This design comes from an exercise in tuning for small area, a short achievable clock period and few clock cycles per item on the open sky130 flow, not from production work.
In this exercise RTL edits were held to simulation tests only and were not proved equivalent to the original.
Power figures rest on the tool's default switching activity, not on a simulated workload.

// wildcard_byte_pattern_scan
module wildcard_byte_pattern_scan
(
    input  wire logic          clk,
    input  wire logic          rst_n,
    input  wire logic          cfg_write,
    input  wire logic [1:0]    cfg_index,
    input  wire logic [63:0]   cfg_data,
    input  wire logic          item_valid,
    output logic               item_ready,
    input  wire logic [8:0]    item_in,
    output logic               result_valid,
    input  wire logic          result_ready,
    output logic [32:0]        result_out
);
    logic [63:0] pat_lo_reg;
    logic [63:0] pat_hi_reg;
    logic [15:0] care_reg;
    logic        lo_written_reg;
    logic        hi_written_reg;
    logic        care_written_reg;
    logic [3:0]  lm1_reg;            
    always_ff @(posedge clk)
    begin
        if (cfg_write && cfg_index == 2'd0) pat_lo_reg <= cfg_data;
        if (cfg_write && cfg_index == 2'd1) pat_hi_reg <= cfg_data;
        if (cfg_write && cfg_index == 2'd2) care_reg   <= cfg_data[15:0];
    end
    always_ff @(posedge clk or negedge rst_n)
    begin
        if (!rst_n)
        begin
            lo_written_reg   <= 1'b0;
            hi_written_reg   <= 1'b0;
            care_written_reg <= 1'b0;
  ...
==> flow/config.mk <==
export PLATFORM = sky130hd
export DESIGN_NAME = wildcard_byte_pattern_scan
export DESIGN_NICKNAME = wildcard_byte_pattern_scan
export VERILOG_FILES = /design/flow/design.v
export SDC_FILE = /design/flow/constraint.sdc
export NUM_CORES = 4
export LEC_CHECK = 0
export CAP_MARGIN = 20
export CORE_MARGIN = 2
export CORE_UTILIZATION = 40
export SETUP_SLACK_MARGIN = 4.0
export SLEW_MARGIN = 20
==> flow/constraint.sdc <==
create_clock -name core_clock -period 6.0 [get_ports {clk}]
set_input_delay 1.2000 -clock core_clock [delete_from_list [all_inputs] [get_ports {clk}]]
set_output_delay 1.2000 -clock core_clock [all_outputs]
set_load 0.01 [all_outputs]
standard.sh (not shown) runs the stock make flow with config.mk's settings and CLKGATE_MAP_FILE= SYNTH_SCRIPT=/design/flow/synth_recipe.tcl, a recipe that flattens the netlist after the stock synthesis.
==> flow/flow/run.sh <==
#!/bin/bash
# Layout flow: the standard flow (standard.sh), except that the port
# buffers that global placement inserts are plain sky130 buffers (buf_1,
# resized later where timing needs it) instead of the delay buffer that
# buffer_ports picks by default. Each step's full output goes to its own log.
set -euo pipefail
export BUFFER_PORTS_ARGS="-buffer_cell sky130_fd_sc_hd__buf_1"
bash standard.sh synth > synth.log 2>&1
bash standard.sh finish > finish.log 2>&1
Testbench counts at the start, summed over its fixed seeds: cycles 112,139, bytes 110,795.
Edit:
- CORE_UTILIZATION: 40 -> 60
- SETUP_SLACK_MARGIN: 4.0 -> 3.5
The changed run ran to the end with no violations.
Wire length went down by 16%.
Count of clock-buffer cells in the layout stays the same.
Register-to-register slack is worse by 0.14 ns.
Combinational power went down by 39%.
Synthesized area does not change.
Edit:
- CORE_UTILIZATION: 60 -> 40
- CTS_BUF_LIST: not set -> sky130_fd_sc_hd__clkbuf_8 sky130_fd_sc_hd__clkbuf_16
- CTS_CLUSTER_DIAMETER: not set -> 100
- CTS_CLUSTER_SIZE: not set -> 24
The new run finished clean; total power goes down by 11%; worst hold slack improves by 0.0097 ns; wire length increases by 6.0%; maximum frequency stays flat.
Edit:
- CTS_BUF_LIST: sky130_fd_sc_hd__clkbuf_8 sky130_fd_sc_hd__clkbuf_16 -> sky130_fd_sc_hd__clkbuf_4 sky130_fd_sc_hd__clkbuf_8 sky130_fd_sc_hd__clkbuf_16
- CTS_CLUSTER_DIAMETER: 100 -> 80
- CTS_CLUSTER_SIZE: 24 -> 20
- SETUP_SLACK_MARGIN: 3.5 -> 3.75
Power rose by 9.0%.
Area after synthesis does not change.
Count of clock-buffer cells in the layout rises by 5.
Die area is unchanged.
Hold slack improves by 0.0047 ns.
Clock power rises by 8.2%.
Design area came out higher by 9.0%.
Routed wire length is higher by 4.3%.
Core utilization goes up by 4.2 points.

wildcard_byte_pattern_scan, a different RTL version from the one above (not shown whole).
Size in the first run: roughly 220 flip-flops, about 120 I/O pins.
Design wildcard_byte_pattern_scan, start of the top module:
module wildcard_byte_pattern_scan
(
    input  wire logic          clk,
    input  wire logic          rst_n,
    input  wire logic          cfg_write,
    input  wire logic [1:0]    cfg_index,
    input  wire logic [63:0]   cfg_data,
    input  wire logic          item_valid,
    output logic               item_ready,
    input  wire logic [8:0]    item_in,
    output logic               result_valid,
    input  wire logic          result_ready,
    output logic [32:0]        result_out
);
    logic [63:0] pat_lo_reg;
    logic [63:0] pat_hi_reg;
    logic [15:0] care_reg;
    logic        lo_written_reg;
    logic        hi_written_reg;
    logic        care_written_reg;
    logic [3:0]  lm1_reg;            
    always_ff @(posedge clk)
    begin
        if (cfg_write && cfg_index == 2'd0) pat_lo_reg <= cfg_data;
        if (cfg_write && cfg_index == 2'd1) pat_hi_reg <= cfg_data;
        if (cfg_write && cfg_index == 2'd2) care_reg   <= cfg_data[15:0];
    end
    always_ff @(posedge clk or negedge rst_n)
    begin
        if (!rst_n)
        begin
            lo_written_reg   <= 1'b0;
            hi_written_reg   <= 1'b0;
            care_written_reg <= 1'b0;
            lm1_reg          <= 4'd0;
        end
        else if (cfg_write)
        begin
            if (cfg_index == 2'd0) lo_written_reg   <= 1'b1;
            if (cfg_index == 2'd1) hi_written_reg   <= 1'b1;
  ...
==> flow/config.mk <==
export PLATFORM = sky130hd
export DESIGN_NAME = wildcard_byte_pattern_scan
export DESIGN_NICKNAME = wildcard_byte_pattern_scan
export VERILOG_FILES = /design/flow/design.v
export SDC_FILE = /design/flow/constraint.sdc
export NUM_CORES = 4
export LEC_CHECK = 0
export CAP_MARGIN = 20
export CORE_MARGIN = 2
export CORE_UTILIZATION = 40
export CTS_BUF_LIST = sky130_fd_sc_hd__clkbuf_4 sky130_fd_sc_hd__clkbuf_8 sky130_fd_sc_hd__clkbuf_16
export CTS_CLUSTER_DIAMETER = 80
export CTS_CLUSTER_SIZE = 20
export SETUP_SLACK_MARGIN = 3.7
export SLEW_MARGIN = 70
export TNS_END_PERCENT = 10
==> flow/constraint.sdc <==
create_clock -name core_clock -period 6.0 [get_ports {clk}]
set_input_delay 1.2000 -clock core_clock [delete_from_list [all_inputs] [get_ports {clk}]]
set_output_delay 1.2000 -clock core_clock [all_outputs]
set_load 0.01 [all_outputs]
Scripts as last shown in full above: flow/flow/run.sh
The starting point completed without violations.
Testbench counts at the start, summed over its fixed seeds: cycles 112,139, bytes 110,795.
Change:
==> flow/flow/run.sh (replaced) <==
#!/bin/bash
# Layout flow: the standard flow (standard.sh) with two changes after the
# standard synthesis, which runs unchanged:
#  - the port buffers that global placement inserts are plain sky130 buffers
#    (buf_1, resized later where timing needs it) instead of the delay buffer
#    that buffer_ports picks by default;
#  - the delay cells are not used by the placement, CTS and routing repairs,
#    so that a resized port or fanout buffer is a plain buffer.
# Each step's full output goes to its own log in this folder.
set -euo pipefail
bash standard.sh synth > synth.log 2>&1
export BUFFER_PORTS_ARGS="-buffer_cell sky130_fd_sc_hd__buf_1"
DLY=""
for c in clkdlybuf4s15_1 clkdlybuf4s15_2 clkdlybuf4s18_1 clkdlybuf4s18_2 \
         clkdlybuf4s25_1 clkdlybuf4s25_2 clkdlybuf4s50_1 clkdlybuf4s50_2 \
         dlygate4sd1_1 dlygate4sd2_1 dlygate4sd3_1 \
         dlymetal6s2s_1 dlymetal6s4s_1 dlymetal6s6s_1; do
  DLY="$DLY sky130_fd_sc_hd__$c"
done
export DONT_USE_CELLS="$DLY"
bash standard.sh finish > finish.log 2>&1
- SETUP_SLACK_MARGIN: 3.7 -> 3.5
- SLEW_MARGIN: 70 -> 20
- TNS_END_PERCENT: 10 -> not set
What happened: Final cell count shrinks by 1.4%; via count shrinks by 0.76%; utilization shrinks by 0.70 points; setup slack degrades by 71 ps; design area shrinks by 1.5%; power grows by about 1.8%; sequential share of layout area grows by 0.82 points; clock-buffer cell count grows by 6; hold slack stays flat.
Change:
==> flow/flow/run.sh (replaced) <==
#!/bin/bash
# Layout flow: the standard flow (standard.sh), except that the port
# buffers that global placement inserts are plain sky130 buffers (buf_1,
# resized later where timing needs it) instead of the delay buffer that
# buffer_ports picks by default. Each step's full output goes to its own log.
set -euo pipefail
export BUFFER_PORTS_ARGS="-buffer_cell sky130_fd_sc_hd__buf_1"
bash standard.sh synth > synth.log 2>&1
bash standard.sh finish > finish.log 2>&1
- SETUP_SLACK_MARGIN: 3.5 -> 3.8
- SLEW_MARGIN: 20 -> 70
- TNS_END_PERCENT: not set -> 3
Worst hold slack stays flat.
Global-route usage stays flat.
Routed wire length rises slightly.
Sequential power is about the same.
Synthesized area does not change.
Count of clock-buffer cells in the layout falls by 6.
Flip-flop and latch count stays the same.
Fmax rises by a few percent.
Total power barely changes.
Change:
- SETUP_SLACK_MARGIN: 3.8 -> 3.65
- TNS_END_PERCENT: 3 -> 10
Result:
- The new run completed without violations
- worst setup slack got worse by 37 ps
- clock power barely changes
- worst hold slack is about the same
- via count is lower by about 2.5%
- cell area is lower by 3.1%
- die area is unchanged
- total power is lower by about 2.3%
- clock-buffer cell count stays the same
- global-route usage is lower by 0.25 points

afterwards: timing with drivers on the ports:
How much do the figures lean on ideal ports? The routed layouts below were timed once more, with nothing changed but the port constraints.
Step 1: set_driving_cell puts a clkbuf_16 on clk and a buf_2 on each other input, an assumption about the parent block.
Step 2 also shifts input and output timing later by t, the mid clock arrival at the registers, as if the neighbouring blocks saw the same clock.
Slacks: no drivers / after step 1 / after step 2; pairs: no drivers / after step 1.
| run | t (ns) | setup WS [ns] | worst hold slack (ns) |
|---|---|---|---|
| the first run of note 1 | 0.568 | 3.659 / 3.613 / 3.244 | 0.493 / 0.493 / 0.493 |
| the second run of note 1 | 0.550 | 3.592 / 3.570 / 3.089 | 0.466 / 0.466 / 0.466 |
| the third run of note 1 | 0.516 | 3.590 / 3.605 / 3.091 | 0.476 / 0.476 / 0.476 |
| the fourth run of note 1 | 0.514 | 3.693 / 3.649 / 3.295 | 0.480 / 0.480 / 0.480 |
| the first run of note 2 | 0.528 | 3.645 / 3.598 / 3.269 | 0.534 / 0.534 / 0.534 |
| the second run of note 2 | 0.532 | 3.574 / 3.587 / 3.072 | 0.534 / 0.534 / 0.534 |
| the third run of note 2 | 0.528 | 3.680 / 3.632 / 3.255 | 0.534 / 0.534 / 0.534 |
| the fourth run of note 2 | 0.528 | 3.642 / 3.595 / 3.210 | 0.533 / 0.533 / 0.533 |
After both steps setup and hold are still met in every run listed. For the second run of note 1, which loses most, drivers alone change the setup slack by -0.022 ns; drivers and shift together by -0.503 ns.
